What follows belongs to an exercise in optimizing a design on an open flow for small area, a short achievable clock period and few clock cycles per item; a production flow would make more cautious choices.
In this exercise RTL edits were held to simulation tests only and were not proved equivalent to the original.
No activity file was given, so power comes from the tool's default toggle rates.

==> flow/design.v <==
package ppf_pkg;
  localparam int ADC_BITS   = 12;
  localparam int PCT_W      = 15;
  localparam int CNT_W      = 8;
  localparam int ALPHA_W    = 16;
  localparam int CFG_W      = 16;
  localparam int STEP_W     = 4;
  localparam int MUL_DIGITS = ALPHA_W / 2;
  localparam logic [PCT_W-1:0]   FULL_PCT  = 15'd25600;
  localparam logic [ALPHA_W-1:0] ALPHA_ONE = 16'd32768;
  localparam logic [CNT_W-1:0]   COUNT_MAX = 8'hFF;
  localparam logic [STEP_W-1:0] DIV_LAST = STEP_W'(PCT_W - 1);
  localparam logic [STEP_W-1:0] MUL_LAST = STEP_W'(MUL_DIGITS - 1);
  typedef enum logic [2:0] {
    REG_ADC_LOW,
    REG_ADC_HIGH,
    REG_TOLERANCE,
    REG_DEBOUNCE,
    REG_FLOOR,
    REG_CEILING,
    REG_ALPHA,
    REG_RISE
  } reg_index_t;
  typedef enum logic [2:0] {
    ST_IDLE,
    ST_CHECK,
    ST_LOAD,
    ST_DIV,
    ST_EMA,
    ST_MUL,
    ST_ACC,
    ST_FIN
  } state_t;
  typedef struct packed {
    logic [ADC_BITS-1:0] sample_a;
    logic [ADC_BITS-1:0] sample_b;
  } sample_t;
  typedef struct packed {
    logic [PCT_W-1:0] demand_percent;
    logic [PCT_W-1:0] filtered_percent;
    logic [PCT_W-1:0] converted_percent;
    logic             plausible;
    logic             contradiction;
    logic             rate_clamped;
  } result_t;
endpackage
import ppf_pkg::*;
module pedal_plausibility_filter (
  input  logic                 clk,
  input  logic                 rst,
  input  logic                 sample_valid,
  output logic                 sample_ready,
  input  ppf_pkg::sample_t     sample,
  output logic                 result_valid,
  input  logic                 result_ready,
  output ppf_pkg::result_t     result,
  input  logic                 cfg_valid,
  output logic                 cfg_ready,
  input  ppf_pkg::reg_index_t  cfg_index,
  input  logic [ppf_pkg::CFG_W-1:0] cfg_data
);
  logic [ADC_BITS-1:0] cfg_low;
  logic [ADC_BITS-1:0] cfg_high;
  logic [ADC_BITS-1:0] cfg_tol;
  logic [CNT_W-1:0]    cfg_debounce;
  logic [ADC_BITS-1:0] cfg_floor;
  logic [ADC_BITS-1:0] cfg_ceil;
  logic [ALPHA_W-1:0]  cfg_alpha;
  logic [PCT_W-1:0]    cfg_rise;
  logic [PCT_W-1:0] demand_value;
  logic [PCT_W-1:0] ema_value;
  logic             ema_seeded;
  logic [CNT_W-1:0] disagree_count;
  logic [PCT_W-1:0] unfiltered_value;
  ppf_pkg::state_t state;
  ppf_pkg::state_t state_next;
  logic   out_load;
  logic [ADC_BITS-1:0] samp_a;
  logic [ADC_BITS-1:0] samp_b;
  logic [ADC_BITS-1:0] x_off;
  logic [ADC_BITS-1:0] den;
  logic [ADC_BITS-1:0] rem;
  logic [PCT_W-1:0]    quo;
  logic [STEP_W-1:0]   step;
  logic [ALPHA_W-1:0]  alpha_sh;
  logic [PCT_W:0]      m1;
  logic [PCT_W+2:0]    m3;
  logic [PCT_W:0]      acc;
  logic                run_rate;
  logic                plaus_r;
  logic                contra_r;
  logic [ADC_BITS:0]   sum_ab;
  logic [ADC_BITS-1:0] avg;
  logic [ADC_BITS-1:0] diff;
  logic                disagree;
  logic                range_fault;
  logic                at_low;
  logic                at_high;
  logic [CNT_W-1:0]    count_inc;
  logic                contra_now;
  logic [ADC_BITS+6:0] x100;
  logic [ADC_BITS:0]   trial;
  logic [ADC_BITS:0]   trial_sub;
  logic                trial_ge;
  logic [PCT_W-1:0]    pct_gap;
  logic [PCT_W:0]      m1_new;
  logic [ALPHA_W-1:0]  alpha_sat;
  logic [PCT_W+2:0]    addend;
  logic [PCT_W+2:0]    mul_sum;
  logic [PCT_W-1:0]    rise_gap;
  logic                clamp;
  logic [PCT_W-1:0]    demand_fin;
  assign cfg_ready = !rst;
  always_ff @(posedge clk) begin
    if (rst) begin
      cfg_low      <= '0;
      cfg_high     <= 12'd4095;
      cfg_tol      <= 12'd100;
      cfg_debounce <= 8'd3;
      cfg_floor    <= '0;
      cfg_ceil     <= 12'd4095;
      cfg_alpha    <= 16'd8192;
      cfg_rise     <= 15'd512;
    end else if (cfg_valid) begin
      unique case (cfg_index)
        REG_ADC_LOW:   cfg_low      <= cfg_data[ADC_BITS-1:0];
        REG_ADC_HIGH:  cfg_high     <= cfg_data[ADC_BITS-1:0];
        REG_TOLERANCE: cfg_tol      <= cfg_data[ADC_BITS-1:0];
        REG_DEBOUNCE:  cfg_debounce <= cfg_data[CNT_W-1:0];
        REG_FLOOR:     cfg_floor    <= cfg_data[ADC_BITS-1:0];
        REG_CEILING:   cfg_ceil     <= cfg_data[ADC_BITS-1:0];
        REG_ALPHA:     cfg_alpha    <= cfg_data[ALPHA_W-1:0];
        REG_RISE:      cfg_rise     <= cfg_data[PCT_W-1:0];
      endcase
    end
  end
  assign sum_ab      = {1'b0, samp_a} + {1'b0, samp_b};
  assign avg         = sum_ab[ADC_BITS:1];
  assign diff        = (samp_a >= samp_b) ? (samp_a - samp_b) : (samp_b - samp_a);
  assign disagree    = diff > cfg_tol;
  assign range_fault = (avg < cfg_floor) || (avg > cfg_ceil);
  assign at_low      = avg <= cfg_low;
  assign at_high     = avg >= cfg_high;
  assign count_inc   = (disagree_count == COUNT_MAX) ? disagree_count
                                                     : disagree_count + 1'b1;
  assign contra_now  = count_inc >= cfg_debounce;
  assign x100 = {1'b0, x_off, 6'b0} + {2'b0, x_off, 5'b0} + {5'b0, x_off, 2'b0};
  assign trial     = {rem, quo[PCT_W-1]};
  assign trial_ge  = trial >= {1'b0, den};
  assign trial_sub = trial - {1'b0, den};
  assign pct_gap   = quo - ema_value;
  assign m1_new    = {pct_gap, 1'b0};
  assign alpha_sat = (cfg_alpha > ALPHA_ONE) ? ALPHA_ONE : cfg_alpha;
  always_comb begin
    unique case (alpha_sh[1:0])
      2'd0: addend = '0;
      2'd1: addend = {2'b0, m1};
      2'd2: addend = {1'b0, m1, 1'b0};
      2'd3: addend = m3;
    endcase
  end
  assign mul_sum = {2'b0, acc} + addend;
  assign rise_gap   = ema_value - demand_value;
  assign clamp      = (ema_value > demand_value) && (rise_gap > cfg_rise);
  assign demand_fin = !run_rate ? demand_value
                    : clamp     ? demand_value + cfg_rise
                                : ema_value;
  always_comb begin
    state_next = state;
    unique case (state)
      ST_IDLE:  if (sample_valid) state_next = ST_CHECK;
      ST_CHECK: begin
        if (disagree || range_fault) state_next = ST_FIN;
        else if (at_low || at_high)  state_next = ST_EMA;
        else                         state_next = ST_LOAD;
      end
      ST_LOAD:  state_next = ST_DIV;
      ST_DIV:   if (step == DIV_LAST) state_next = ST_EMA;
      ST_EMA:   state_next = (ema_seeded && quo >= ema_value) ? ST_MUL : ST_FIN;
      ST_MUL:   if (step == MUL_LAST) state_next = ST_ACC;
      ST_ACC:   state_next = ST_FIN;
      ST_FIN:   if (out_load) state_next = ST_IDLE;
    endcase
  end
  always_comb begin
    sample_ready = 1'b0;
    out_load     = 1'b0;
    unique case (state)
      ST_IDLE: sample_ready = !rst;
      ST_FIN:  out_load     = !result_valid || result_ready;
      default: ;
    endcase
  end
  always_ff @(posedge clk) begin
    if (rst) begin
      state            <= ST_IDLE;
      result_valid     <= 1'b0;
      demand_value     <= '0;
      ema_value        <= '0;
      ema_seeded       <= 1'b0;
      disagree_count   <= '0;
      unfiltered_value <= '0;
    end else begin
      state <= state_next;
      if (out_load) begin
        result_valid <= 1'b1;
      end else if (result_ready) begin
        result_valid <= 1'b0;
      end
      unique case (state)
        ST_CHECK: begin
          if (disagree) begin
            disagree_count <= count_inc;
            if (contra_now) demand_value <= '0;
          end else begin
            disagree_count <= '0;
            if (range_fault) begin
              demand_value     <= '0;
              unfiltered_value <= '0;
              ema_value        <= '0;
              ema_seeded       <= 1'b0;
            end
          end
        end
        ST_EMA: begin
          unfiltered_value <= quo;
          ema_seeded       <= 1'b1;
          if (!(ema_seeded && quo >= ema_value)) ema_value <= quo;
        end
        ST_ACC:  ema_value <= ema_value + acc[PCT_W-1:0];
        ST_FIN:  if (out_load) demand_value <= demand_fin;
        default: ;
      endcase
    end
  end
  always_ff @(posedge clk) begin
    unique case (state)
      ST_IDLE: begin
        if (sample_valid) begin
          samp_a <= sample.sample_a;
          samp_b <= sample.sample_b;
        end
      end
      ST_CHECK: begin
        x_off    <= avg - cfg_low;
        den      <= cfg_high - cfg_low;
        quo      <= at_low ? '0 : FULL_PCT;
        run_rate <= !disagree && !range_fault;
        plaus_r  <= disagree ? !contra_now : !range_fault;
        contra_r <= disagree && contra_now;
      end
      ST_LOAD: begin
        rem  <= x100[ADC_BITS+6:7];
        quo  <= {x100[6:0], 8'b0};
        step <= '0;
      end
      ST_DIV: begin
        rem  <= trial_ge ? trial_sub[ADC_BITS-1:0] : trial[ADC_BITS-1:0];
        quo  <= {quo[PCT_W-2:0], trial_ge};
        step <= step + 1'b1;
      end
      ST_EMA: begin
        m1       <= m1_new;
        m3       <= {2'b0, m1_new} + {1'b0, m1_new, 1'b0};
        alpha_sh <= alpha_sat;
        acc      <= '0;
        step     <= '0;
      end
      ST_MUL: begin
        acc      <= mul_sum[PCT_W+2:2];
        alpha_sh <= {2'b0, alpha_sh[ALPHA_W-1:2]};
        step     <= step + 1'b1;
      end
      ST_FIN: begin
        if (out_load) begin
          result.demand_percent    <= demand_fin;
          result.filtered_percent  <= ema_value;
          result.converted_percent <= unfiltered_value;
          result.plausible         <= plaus_r;
          result.contradiction     <= contra_r;
          result.rate_clamped      <= run_rate && clamp;
        end
      end
      default: ;
    endcase
  end
endmodule
==> flow/run.sh <==
#!/bin/bash
# synth_recipe.tcl (not shown) runs the flow's synth.tcl, then flattens the netlist and writes it again
# the make line also repeats each setting of config.mk as NAME=value (left out here)
make -C /OpenROAD-flow-scripts/flow DESIGN_CONFIG=/design/flow/config.mk WORK_HOME=/design/flow/orfs CLKGATE_MAP_FILE= SYNTH_SCRIPT=/design/flow/synth_recipe.tcl finish
==> flow/config.mk <==
export PLATFORM = sky130hd
export DESIGN_NAME = pedal_plausibility_filter
export DESIGN_NICKNAME = pedal_plausibility_filter
export VERILOG_FILES = /design/flow/design.v
export SDC_FILE = /design/flow/constraint.sdc
export NUM_CORES = 4
export LEC_CHECK = 0
export CAP_MARGIN = 20
export CORE_MARGIN = 2
export CORE_UTILIZATION = 40
export PLACE_DENSITY = 0.6
export SLEW_MARGIN = 20
==> flow/constraint.sdc <==
create_clock -name core_clock -period 7.0 [get_ports {clk}]
set_input_delay 1.4000 -clock core_clock [delete_from_list [all_inputs] [get_ports {clk}]]
set_output_delay 1.4000 -clock core_clock [all_outputs]
set_load 0.01 [all_outputs]
==> flow_summary.rst <==
.. list-table::
   :header-rows: 1

   * - Metric
     - Value
   * - Number of flip-flops and latches in the synthesized netlist
     - 350
   * - Met1 track utilization from global routing
     - between 20 and 30%
   * - Crit path required time
     - between 7 and 8 ns
   * - Flop-to-flop setup slack
     - approximately 1.2 ns
   * - Final antenna-violating net count
     - 0
   * - Share of synthesized cell area in full adder, half adder and majority cells
     - around 16%
   * - Kind of critical path
     - register to register
   * - Critical-path maximum fanout
     - 13
   * - Maximum root-to-sink buffer count
     - 3
   * - Commonest non-fill, non-tap cells in the layout
     - sky130_fd_sc_hd__ha_1, sky130_fd_sc_hd__nand2_1, sky130_fd_sc_hd__a21oi_1, sky130_fd_sc_hd__inv_1, sky130_fd_sc_hd__edfxtp_1
   * - Worst IR Drop VDD
     - about 0.25 mV
   * - Number of placement rows
     - 86
   * - Cell area after layout
     - roughly 26000 um^2
   * - Post-synthesis area per instance
     - between 9 and 10 um^2
   * - Reported max-cap violation count
     - 0
   * - Critical path launch point type
     - register
   * - Hold slack final
     - 0.421 ns
   * - Max Transition Viols Final
     - 0
   * - Area of the placeable core
     - about 55000 um^2
   * - Power density relative to cell area
     - between 500 and 600 nW/um^2
   * - Clock input transition at the sequential cells of the worst setup and hold paths
     - 0.06 ns
   * - Met3 Usage GRT
     - under 10%
   * - Status
     - no timing/DRC/antenna violations
   * - Cells after synthesis
     - about 2400
   * - Worst hold path depth
     - 0
   * - Routability congestion estimate
     - approximately 0.9
   * - Total setup violations reported at the end of the flow
     - 0
   * - Vias per std cell
     - roughly 5.4
   * - Post-layout minimum cycle time
     - slightly below 6 ns
   * - Hold Violations, Final
     - 0
   * - Maximum clock skew at final layout
     - 0.0300 ns
   * - Seq/Total Area, Yosys
     - 39.8%
   * - Category of the worst setup path capture point
     - register
   * - Proportion of synthesized area in mux cells
     - 2.87%
   * - Busiest layer in global routing
     - met2
   * - Number of global-route vias before repair
     - ~17000
   * - Largest net degree at the start of global routing
     - around 80
   * - I/O pin cnt
     - 99
   * - LEAKAGE
     - a little over 10 nW
   * - Predominant post-synthesis flop cell
     - sky130_fd_sc_hd__edfxtp_1
   * - Routed vias
     - roughly 17000
   * - FMAX
     - 0.173 GHz
   * - Post-CTS sizing
     - 0
   * - Crit path DAT
     - roughly 6.2 ns
   * - Average wire per cell in the routed design
     - between 15 and 20 um
   * - Die W
     - about 240 um
   * - Final global-route overflow total
     - 0
   * - Netlist area before placement
     - between 20000 and 25000 um^2
   * - Routed wire length
     - 58900 um
   * - Post-CTS setup-driven buffer insertion count
     - 0
   * - Asr flop ratio synth
     - 0%
   * - Worst R2R Path Depth
     - 21
   * - Initial antenna violation count
     - 1
   * - Port-buffer cells
     - 98
   * - Met2 Use GR
     - about a third
   * - Most common library cell in the layout ignoring fill and taps
     - sky130_fd_sc_hd__ha_1
   * - Root buf cell
     - sky130_fd_sc_hd__clkbuf_16
   * - Initial standard-cell utilization of the core
     - between 40% and 50%
   * - Post-synth EDFFs
     - 193
   * - Synthesis-to-finish area growth
     - 14.0%
   * - First-pass DRT Iterations
     - 5
   * - RSZ-0062 raised after global routing
     - false
   * - Share of the clock period used by the worst path
     - 82.7%
   * - Cell Area, Placed
     - 24200 um^2
   * - Violation count after the first detailed-route iteration
     - 1110
   * - Clk sinks
     - 350
   * - Total Neg Setup Slack
     - 0 ns
   * - Worst rel slew slack
     - roughly 28%
   * - Synthesized Nets
     - roughly 2700
   * - Number of distinct standard cells referenced by the synthesized netlist
     - between 70 and 80
   * - HPWL Detailed
     - 44100 um
   * - Simple-gate share of the synthesized area
     - a little over an eighth
   * - Clock tree from TritonCTS
     - yes
   * - Global-route wire length before repair
     - slightly above 90000 um
   * - Count of unresolved DRC violations after routing
     - 0
   * - Pin slew with the least headroom to its limit
     - 1.07 ns
   * - Combined global-route utilization of all metal layers
     - 20.3%
   * - Height of the die
     - about 240 um
   * - Combinational family with the most area after synthesis
     - compound AO/OA/AOI/OAI gates
   * - Diode insertion count for antenna repair
     - 0
   * - RR Endpoint
     - demand_value[14]
   * - Quantity of hold-fixing buffers added after cts
     - 0
   * - Endpoint of the worst hold-timing path
     - result[1]
   * - Worst hold path startpoint
     - contra_r
   * - Cts bufs inserted
     - roughly 40
   * - Die outline area
     - between 50000 and 60000 um^2
   * - XOR/XNOR share of the synthesized area
     - 5.11%
   * - Skew-Pair Late Insertion Delay
     - slightly below 0.6 ns
   * - Depth of the CTS H-tree
     - 2
   * - Type of the tightest min-delay check
     - register to register
   * - Compound-cell area share of the yosys netlist
     - around 18%
   * - Number of warnings reported in the yosys synthesis log
     - 1
   * - Number of nets in the finished design
     - between 2000 and 3000
   * - Origin of the critical flop-to-flop path
     - samp_a[0]
   * - Layout cell share with drive strength beyond 1
     - 5.90%
critical path: stages (launching register included):
cell	delay, ns
sky130_fd_sc_hd__edfxtp_1	0.42
sky130_fd_sc_hd__inv_1	0.08
sky130_fd_sc_hd__ha_1	0.14
sky130_fd_sc_hd__inv_1	0.06
sky130_fd_sc_hd__fa_1	0.39
sky130_fd_sc_hd__a21o_1	0.18
sky130_fd_sc_hd__a21oi_2	0.20
sky130_fd_sc_hd__nor2_1	0.11
sky130_fd_sc_hd__o41ai_2	0.32
sky130_fd_sc_hd__a21oi_1	0.11
sky130_fd_sc_hd__a211oi_2	0.16
sky130_fd_sc_hd__buf_4	0.25
sky130_fd_sc_hd__mux2_2	0.36
sky130_fd_sc_hd__ha_1	0.28
sky130_fd_sc_hd__nor2b_1	0.14
sky130_fd_sc_hd__o211ai_1	0.16
sky130_fd_sc_hd__a211oi_1	0.11
sky130_fd_sc_hd__o31ai_1	0.67
sky130_fd_sc_hd__o211ai_1	0.51
sky130_fd_sc_hd__nand3_1	0.64
sky130_fd_sc_hd__o41ai_1	0.19
sky130_fd_sc_hd__o2bb2ai_1	0.17
synthesized netlist by cell type (40+ instances only):
cell / instances / share of area (%)
sky130_fd_sc_hd__a21o_1: 56 / 1.9
sky130_fd_sc_hd__a21oi_1: 227 / 5.1
sky130_fd_sc_hd__a22o_1: 42 / 1.6
sky130_fd_sc_hd__clkbuf_1: 62 / 1.0
sky130_fd_sc_hd__dfxtp_1: 157 / 14
sky130_fd_sc_hd__edfxtp_1: 193 / 26
sky130_fd_sc_hd__ha_1: 248 / 14
sky130_fd_sc_hd__inv_1: 214 / 3.6
sky130_fd_sc_hd__mux2i_1: 42 / 1.9
sky130_fd_sc_hd__nand2_1: 230 / 3.8
sky130_fd_sc_hd__nand3_1: 48 / 1.1
sky130_fd_sc_hd__nor2_1: 134 / 2.2
sky130_fd_sc_hd__nor3_1: 46 / 1.0
sky130_fd_sc_hd__o211ai_1: 42 / 1.4
sky130_fd_sc_hd__o21ai_0: 60 / 1.3
sky130_fd_sc_hd__xnor2_1: 91 / 3.5
sky130_fd_sc_hd__xor2_1: 40 / 1.6
layout make-up:
cell class | count | area, um^2
Clock buffer | 67 | 1350
Fill cell | 5267 | 29700
Timing Repair Buffer | 117 | 1130
Multi-Input combinational cell | 1716 | 12400
Tap cell | 748 | 936
Clock inverter | 9 | 56.3
Sequential cell | 350 | 8940
Inverter | 214 | 803
where the power goes:
group / switching (mW) / internal (mW) / leakage, nW
clock network: 0.879 / 1.32 / 0.699
registers: 0.389 / 3.01 / 3.06
logic: 4.21 / 3.16 / 6.57
layer usage:
layer	wire, um	vias to the layer above
met5	0	-
met4	1200	0
met3	2670	60
met2	27200	392
met1	27800	8324
li1	-	8662
worst max path at each step:
stage                 startpoint                to  slack [ns]  cells past startpoint
global route           samp_a[0]  demand_value[14]        0.83                     21
detailed placement     samp_a[0]  demand_value[14]        1.20                     21
CTS                    samp_a[0]  demand_value[14]        1.19                     21
finish                 samp_a[0]  demand_value[14]        1.21                     21
floorplan           result_ready  demand_value[10]        2.47                      7
global placement       samp_a[0]  demand_value[14]        1.39                     22
cell families (layout without fill, tap and decap cells):
| kind of cell | Yosys count | count (layout) |
|---|---|---|
| adders and majority gates | 269 | 269 |
| DFF | 350 | 350 |
| and+or+nand+nor | 633 | 633 |
| buffers and inverters | 300 | 407 |
| muxes | 62 | 62 |
| AOI/OAI and AO/OA | 621 | 621 |
| xor gates and xnor gates | 131 | 131 |
stage by stage:
step / instances / power (mW) / utilization, % / worst slack (ns)
finish: 3221 / 13.0 / 46.3 / 1.21
global route: 3221 / 14.1 / 46.3 / 0.826
CTS: 3220 / 13.0 / 46.3 / 1.19
detailed placement: 3144 / 10.8 / 43.7 / 1.20
global placement: 3144 / 10.5 / 43.7 / 1.39
floorplan: 2366 / 9.03 / - / 2.47
sequential cells by signal, summed over array words and instances, names as in the netlist, 15 cells and up:
| name | cells |
|---|---|
| m1 | 15 |
| demand_value | 15 |
| cfg_rise | 15 |
| unfiltered_value | 15 |
| quo | 15 |
| ema_value | 15 |
| acc | 16 |
| cfg_alpha | 16 |
| alpha_sh | 16 |
| result | 48 |
| m3 | 16 |
Testbench counts, summed over its fixed seeds: cycles 38,010, items 1,600.

what the ideal ports hide:
In the flow no input, the clock included, has a driving cell. The finished layout below was timed again as built, in two steps.
Step 1 assumes that a clkbuf_16 drives the clock port and a buf_2 every other input.
Step 2 times the ports against the registers' clock, not the clock port: input delays grow and output delays shrink by t, the midpoint of the rising clock arrivals with the driver on.
Slacks: ideal / step 1 / step 2; pairs: ideal / step 1.
t, ns: 0.627
slack for setup (ns): 1.214 / 1.214 / 1.214
latest minus earliest clock arrival (ns): 0.031 / 0.030
After both steps this run still meets setup and hold. For this run, drivers alone change the setup slack by 0.000 ns; drivers and shift together by 0.000 ns.
